From an optimization exercise on the open Yosys and OpenROAD flow, aimed at small area; shortcuts taken in it are not production practice.
Only simulation tests tie the RTL to the original design; equivalence was not proved.
The flow treats the clock pin as an ideal source. Dropping or thinning the clock tree relies on that and would not hold on a real chip.
Power is estimated from default activity; no workload was simulated.

==> flow/design.v (excerpt) <==
module wav_header_parser (
   input  logic        clock,
   input  logic        reset,
   input  logic        req_valid,
   output logic        req_ready,
   input  logic [7:0]  req_in_byte,
   input  logic        req_start_of_file,
   output logic        rsp_valid,
   input  logic        rsp_ready,
   output logic        rsp_header_done,
   output logic [3:0]  rsp_error_code,
   output logic        rsp_is_payload,
   output logic [7:0]  rsp_payload_byte,
   output logic        rsp_last_payload,
   output logic [2:0]  rsp_num_channels,
   output logic [30:0] rsp_sample_rate,
   output logic [2:0]  rsp_bytes_per_sample,
   output logic [1:0]  rsp_sample_type,
   output logic [31:0] rsp_data_size,
   output logic [31:0] rsp_data_offset,
   input  logic        csr_valid,
   output logic        csr_ready,
   input  logic [2:0]  csr_max_channels
);
Size: ~8100 sq um of cells after synthesis.
clock: 6.0 ns
lec_check: 0
cap_margin: 20
core_margin: 2
core_utilization: 40
slew_margin: 20
standard.sh (not shown) runs the stock make flow with config.mk's settings and CLKGATE_MAP_FILE= SYNTH_SCRIPT=/design/flow/synth_recipe.tcl, a recipe that flattens the netlist after the stock synthesis.
==> flow/flow/run.sh <==
#!/bin/bash
# Layout flow: the standard ORFS flow, with two layout choices changed:
#  - each input and output port still gets its own buffer, but a small one
#    (sky130_fd_sc_hd__buf_1) instead of the default pick;
#  - the clock tree is built from clkbuf_8 cells without dummy loads.
# Every ORFS step writes its full log under orfs/logs/; make's own output goes
# to flow_make.log in the work folder.
set -euo pipefail
export BUFFER_PORTS_ARGS="-buffer_cell sky130_fd_sc_hd__buf_1"
export CTS_ARGS="-sink_clustering_enable -repair_clock_nets -dont_use_dummy_load -buf_list sky130_fd_sc_hd__clkbuf_8 -sink_clustering_size 50 -sink_clustering_max_diameter 100"
bash standard.sh finish > flow_make.log 2>&1
The starting point completed with no timing, DRC or antenna violations.
==> next run, changes <==
==> flow/flow/run.sh (replaced) <==
#!/bin/bash
# Layout flow: the standard ORFS flow, with two layout choices changed:
#  - each input and output port still gets its own buffer, but a small one
#    (sky130_fd_sc_hd__buf_1) instead of the default pick;
#  - the clock tree is built from clkbuf_4 cells (clkbuf_8 at the root) without dummy loads.
# Every ORFS step writes its full log under orfs/logs/; make's own output goes
# to flow_make.log in the work folder.
set -euo pipefail
export BUFFER_PORTS_ARGS="-buffer_cell sky130_fd_sc_hd__buf_1"
export CTS_ARGS="-sink_clustering_enable -repair_clock_nets -dont_use_dummy_load -buf_list sky130_fd_sc_hd__clkbuf_4 -root_buf sky130_fd_sc_hd__clkbuf_8 -sink_clustering_size 50 -sink_clustering_max_diameter 100"
bash standard.sh finish > flow_make.log 2>&1
- CORE_UTILIZATION: 40 -> 60
- PLACE_DENSITY: default -> 0.7
Outcome: Die area fell by 33%. Clock power fell by 25%. Non-clock buffer count fell by 3.

* * *

Another version of the RTL of wav_header_parser (not shown whole).
Size in the first run: roughly 730 cells after synthesis, about 140 I/O pins, roughly 6700 um^2 of cells after synthesis.
==> flow/config.mk <==
export PLATFORM = sky130hd
export DESIGN_NAME = wav_header_parser
export DESIGN_NICKNAME = wav_header_parser
export VERILOG_FILES = /design/flow/design.v
export SDC_FILE = /design/flow/constraint.sdc
export NUM_CORES = 4
export LEC_CHECK = 0
export CAP_MARGIN = 20
export CORE_MARGIN = 2
export CORE_UTILIZATION = 65
export PLACE_DENSITY = 0.75
export SLEW_MARGIN = 20
==> flow/constraint.sdc <==
create_clock -name core_clock -period 6.0 [get_ports {clock}]
set_input_delay 1.2000 -clock core_clock [delete_from_list [all_inputs] [get_ports {clock}]]
set_output_delay 1.2000 -clock core_clock [all_outputs]
set_load 0.01 [all_outputs]
==> flow/flow/run.sh <==
#!/bin/bash
# Layout flow: the standard ORFS flow with these layout choices changed:
#  - after the standard synthesis (run unchanged), the combinational logic
#    between the flip-flops is re-mapped by ABC for area (flow/reopt.sh with
#    each of the scripts flow/c*.abc); every flip-flop keeps its instance name
#    and cell. Each re-mapped netlist is checked before placement
#    (flow/check.tcl: buffering and sizing as the layout flow would, then
#    slack and area); of those that reach a worst setup slack of at least
#    0.2 ns, the one with the smallest area is laid out; if none does, the
#    standard netlist is;
#  - each input and output port still gets its own buffer, but a small one
#    (sky130_fd_sc_hd__buf_1) instead of the default pick;
#  - the clock tree: CTS builds it from clkbuf_8 cells without dummy loads,
#    then flow/flat_cts.tcl (run at the end of the CTS step, before its
#    result is written) replaces it by a flat balanced one with fewer
#    buffers: the clock port drives one clkbuf_4, which drives 9 clkbuf_8,
#    each placed at the centre of a cluster of about 16 flip-flops.
# Logs: flow_synth.log, reopt_*/log.txt and reopt_*/check.log, choice.log and
# flow_make.log in the work folder, and every ORFS step's own log under
# orfs/logs/.
set -euo pipefail
W=$(pwd)
PLAT=$FLOW_HOME/platforms/$FLOW_PLATFORM
R=$W/orfs/results/$FLOW_PLATFORM/wav_header_parser/base
LIB=$PLAT/lib/sky130_fd_sc_hd__tt_025C_1v80.lib
export BUFFER_PORTS_ARGS="-buffer_cell sky130_fd_sc_hd__buf_1"
export CTS_ARGS="-sink_clustering_enable -repair_clock_nets -dont_use_dummy_load -buf_list sky130_fd_sc_hd__clkbuf_8 -sink_clustering_size 50 -sink_clustering_max_diameter 100"
export POST_CTS_TCL=$W/flow/flat_cts.tcl
export CTS_FLAT_CLOCK=clock
export CTS_FLAT_N=9
export CTS_FLAT_BUF=sky130_fd_sc_hd__clkbuf_8
export CTS_FLAT_ROOT=sky130_fd_sc_hd__clkbuf_4
if ! command -v yosys > /dev/null; then
  export PATH="$FLOW_HOME/../tools/install/yosys/bin:$PATH"
fi
NP=${NUM_CORES:-4}

bash standard.sh synth > flow_synth.log 2>&1
cp "$R/1_2_yosys.v" "$W/1_2_yosys_standard.v"

remap() {
  local s=$1
  mkdir -p "reopt_$s"
  cd "reopt_$s"
  if bash "$W/flow/reopt.sh" "$W/1_2_yosys_standard.v" "$W/reopt_$s/out.v" "$LIB" \
       "$W/flow/$s.abc" > log.txt 2>&1; then
    PLAT="$PLAT" LIB="$LIB" NETLIST="$W/reopt_$s/out.v" SDC="$W/constraint.sdc" \
      openroad -no_init -exit "$W/flow/check.tcl" > check.log 2>&1 || true
  fi
}

CANDS=$(cd flow && ls c*.abc | sed 's/\.abc$//')
n=0
for s in $CANDS; do
  remap "$s" &
  n=$((n + 1))
  if (( n % NP == 0 )); then wait; fi
done
wait

best=""
best_area=""
: > choice.log
for s in $CANDS; do
  res=$(awk '/^RESULT/ {print $2, $3}' "reopt_$s/check.log" 2>/dev/null || true)
  echo "$s: ${res:-failed}" >> choice.log
  [[ -n "$res" ]] || continue
  slack=${res% *}
  area=${res#* }
  if awk -v s="$slack" 'BEGIN { exit !(s >= 0.2e-9) }'; then
    if [[ -z "$best" ]] || awk -v a="$area" -v b="$best_area" 'BEGIN { exit !(a < b) }'; then
      best=$s
      best_area=$area
    fi
  fi
done
if [[ -n "$best" ]]; then
  echo "chosen: $best" >> choice.log
  cp "reopt_$best/out.v" "$R/1_2_yosys.v"
  rm -f "$R/1_synth.odb" "$R/1_synth.sdc"
else
  echo "chosen: standard netlist" >> choice.log
fi

bash standard.sh finish > flow_make.log 2>&1
==> flow/flow/flat_cts.tcl <==
# Replace the clock tree that CTS built by a flat, balanced one: the clock
# port drives a root buffer (CTS_FLAT_ROOT; without it, the leaves directly),
# which drives CTS_FLAT_N leaf buffers (CTS_FLAT_BUF), each placed at the
# centre of a cluster of flip-flops and driving that cluster's clock pins.
# The clusters come from cutting the flip-flops' placement into parts of near
# equal size. Sourced by ORFS's CTS step (POST_CTS_TCL) before it writes its
# result.
proc flat_cts_collect {net bufs_var sinks_var} {
  upvar $bufs_var bufs
  upvar $sinks_var sinks
  foreach it [$net getITerms] {
    if {![$it isInputSignal] && [$it getIoType] != "INPUT"} { continue }
    set inst [$it getInst]
    set m [[$inst getMaster] getName]
    if {[string match "*clkbuf*" $m] || [string match "*clkinv*" $m] || [string match "*buf_*" $m]} {
      lappend bufs $inst
      foreach ot [$inst getITerms] {
        if {[$ot getIoType] == "OUTPUT" && [$ot getNet] != "NULL"} {
          flat_cts_collect [$ot getNet] bufs sinks
        }
      }
    } else {
      lappend sinks $it
    }
  }
}

proc flat_cts_split {items k} {
  # items: list of {x y iterm}; split into k groups of near equal size by
  # recursively cutting across the wider spread
  if {$k <= 1} { return [list $items] }
  set xs [lmap i $items {lindex $i 0}]
  set ys [lmap i $items {lindex $i 1}]
  set dx [expr {[tcl::mathfunc::max {*}$xs] - [tcl::mathfunc::min {*}$xs]}]
  set dy [expr {[tcl::mathfunc::max {*}$ys] - [tcl::mathfunc::min {*}$ys]}]
  set idx [expr {$dx >= $dy ? 0 : 1}]
  set sorted [lsort -real -index $idx $items]
  set k1 [expr {$k / 2}]
  set k2 [expr {$k - $k1}]
  set h [expr {int(round([llength $sorted] * double($k1) / $k))}]
  set a [lrange $sorted 0 [expr {$h - 1}]]
  set b [lrange $sorted $h end]
  return [concat [flat_cts_split $a $k1] [flat_cts_split $b $k2]]
}

set block [ord::get_db_block]
set clk_net [$block findNet $::env(CTS_FLAT_CLOCK)]
set bufs {}
set sinks {}
flat_cts_collect $clk_net bufs sinks
puts "flat_cts: removing [llength $bufs] clock buffers, [llength $sinks] sinks"
set items {}
foreach it $sinks {
  set inst [$it getInst]
  set loc [$inst getLocation]
  lappend items [list [lindex $loc 0] [lindex $loc 1] $it]
}
# disconnect sinks, delete old buffers and their nets
foreach it $sinks { $it disconnect }
set oldnets {}
foreach inst $bufs {
  foreach ot [$inst getITerms] {
    if {[$ot getIoType] == "OUTPUT" && [$ot getNet] != "NULL"} { lappend oldnets [$ot getNet] }
  }
}
foreach inst $bufs { odb::dbInst_destroy $inst }
foreach n [lsort -unique $oldnets] { if {[$n getName] != [$clk_net getName]} { odb::dbNet_destroy $n } }
set master [[ord::get_db] findMaster $::env(CTS_FLAT_BUF)]
set groups [flat_cts_split $items $::env(CTS_FLAT_N)]
# optional root buffer between the clock port and the leaf buffers
set src_net $clk_net
if {[info exists ::env(CTS_FLAT_ROOT)] && $::env(CTS_FLAT_ROOT) != ""} {
  set rinst [odb::dbInst_create $block [[ord::get_db] findMaster $::env(CTS_FLAT_ROOT)] "clkbuf_flat_root"]
  set src_net [odb::dbNet_create $block "clknet_flat_root"]
  $src_net setSigType CLOCK
  [$rinst findITerm A] connect $clk_net
  [$rinst findITerm X] connect $src_net
  set sx 0; set sy 0
  foreach i $items { set sx [expr {$sx + [lindex $i 0]}]; set sy [expr {$sy + [lindex $i 1]}] }
  $rinst setLocation [expr {int($sx / [llength $items])}] [expr {int($sy / [llength $items])}]
  $rinst setPlacementStatus PLACED
}
set g 0
foreach grp $groups {
  set sx 0; set sy 0
  foreach i $grp { set sx [expr {$sx + [lindex $i 0]}]; set sy [expr {$sy + [lindex $i 1]}] }
  set n [llength $grp]
  set inst [odb::dbInst_create $block $master "clkbuf_flat_$g"]
  set net [odb::dbNet_create $block "clknet_flat_$g"]
  $net setSigType CLOCK
  [$inst findITerm A] connect $src_net
  [$inst findITerm X] connect $net
  foreach i $grp { [lindex $i 2] connect $net }
  $inst setLocation [expr {int($sx / $n)}] [expr {int($sy / $n)}]
  $inst setPlacementStatus PLACED
  puts "flat_cts: clkbuf_flat_$g drives $n sinks"
  incr g
}
detailed_placement
Other scripts of this flow, unchanged in this note and not shown: flow/flow/c1.abc, flow/flow/c2.abc, flow/flow/c3.abc, flow/flow/c4.abc, flow/flow/c5.abc, flow/flow/c6.abc, flow/flow/c7.abc, flow/flow/c8.abc, flow/flow/check.tcl, flow/flow/reopt.sh
Change:
--- a/flow/flow/run.sh
+++ b/flow/flow/run.sh
@@ -16,2 +16,2 @@
-#    buffers: the clock port drives one clkbuf_4, which drives 9 clkbuf_8,
-#    each placed at the centre of a cluster of about 16 flip-flops.
+#    buffers: the clock port drives one clkbuf_4, which drives 10 clkbuf_8,
+#    each placed at the centre of a cluster of about 15 flip-flops.
@@ -30 +30 @@
-export CTS_FLAT_N=9
+export CTS_FLAT_N=10
--- a/flow/config.mk
+++ b/flow/config.mk
@@ -10,2 +10,2 @@
-export CORE_UTILIZATION = 65
-export PLACE_DENSITY = 0.75
+export CORE_UTILIZATION = 55
+export PLACE_DENSITY = 0.65
=> Flip-flop and latch count does not change; first-iteration DRC count is lower by 43%; power is about the same; die area rises by 17%; fmax is lower by 4.8%; global-route usage went down by 6.4 points; wire length falls by 5.3%; utilization fell by 11 points.
No run of this note takes its clock network from TritonCTS; it comes from the design's own scripts or RTL.

[re-timing with driven ports]
Ports are ideal in the flow. The routed layouts listed here were re-timed in OpenROAD. Step 1 (the two cells are an assumption about what drives the block):
set clk [get_ports {clock}]
set_driving_cell -lib_cell sky130_fd_sc_hd__clkbuf_16 $clk
set_driving_cell -lib_cell sky130_fd_sc_hd__buf_2 [delete_from_list [all_inputs] $clk]
Step 2 moves the port delays by t, midway between the first and last clock arrival at a register: inputs arrive t later, outputs are due t later. That takes back most of the time a late clock gives input paths. Three values: no drivers, after step 1, after step 2; two values: the first two.
| run | t, ns | slack for setup (ns) | worst setup path after step 2 | worst register clock-pin slew, ns | pins driven straight from the clock port |
|---|---|---|---|---|---|
| the first run of note 1 | 0.473 | 1.697 / 1.655 / 1.544 | input to register | 0.08 / 0.08 | 1 |
| the second run of note 1 | 0.454 | 1.417 / 1.379 / 1.503 | input to register | 0.12 / 0.12 | 1 |
| the first run of note 2 | 0.533 | 0.965 / 0.965 / 0.616 | input to register | 0.10 / 0.10 | 1 |
| the second run of note 2 | 0.556 | 0.711 / 0.711 / 0.420 | input to register | 0.10 / 0.10 | 1 |
After both steps every run listed still meets setup and hold. The setup slack of the first run of note 2, which loses most, moves by 0.000 ns with the drivers and by -0.349 ns with both steps.
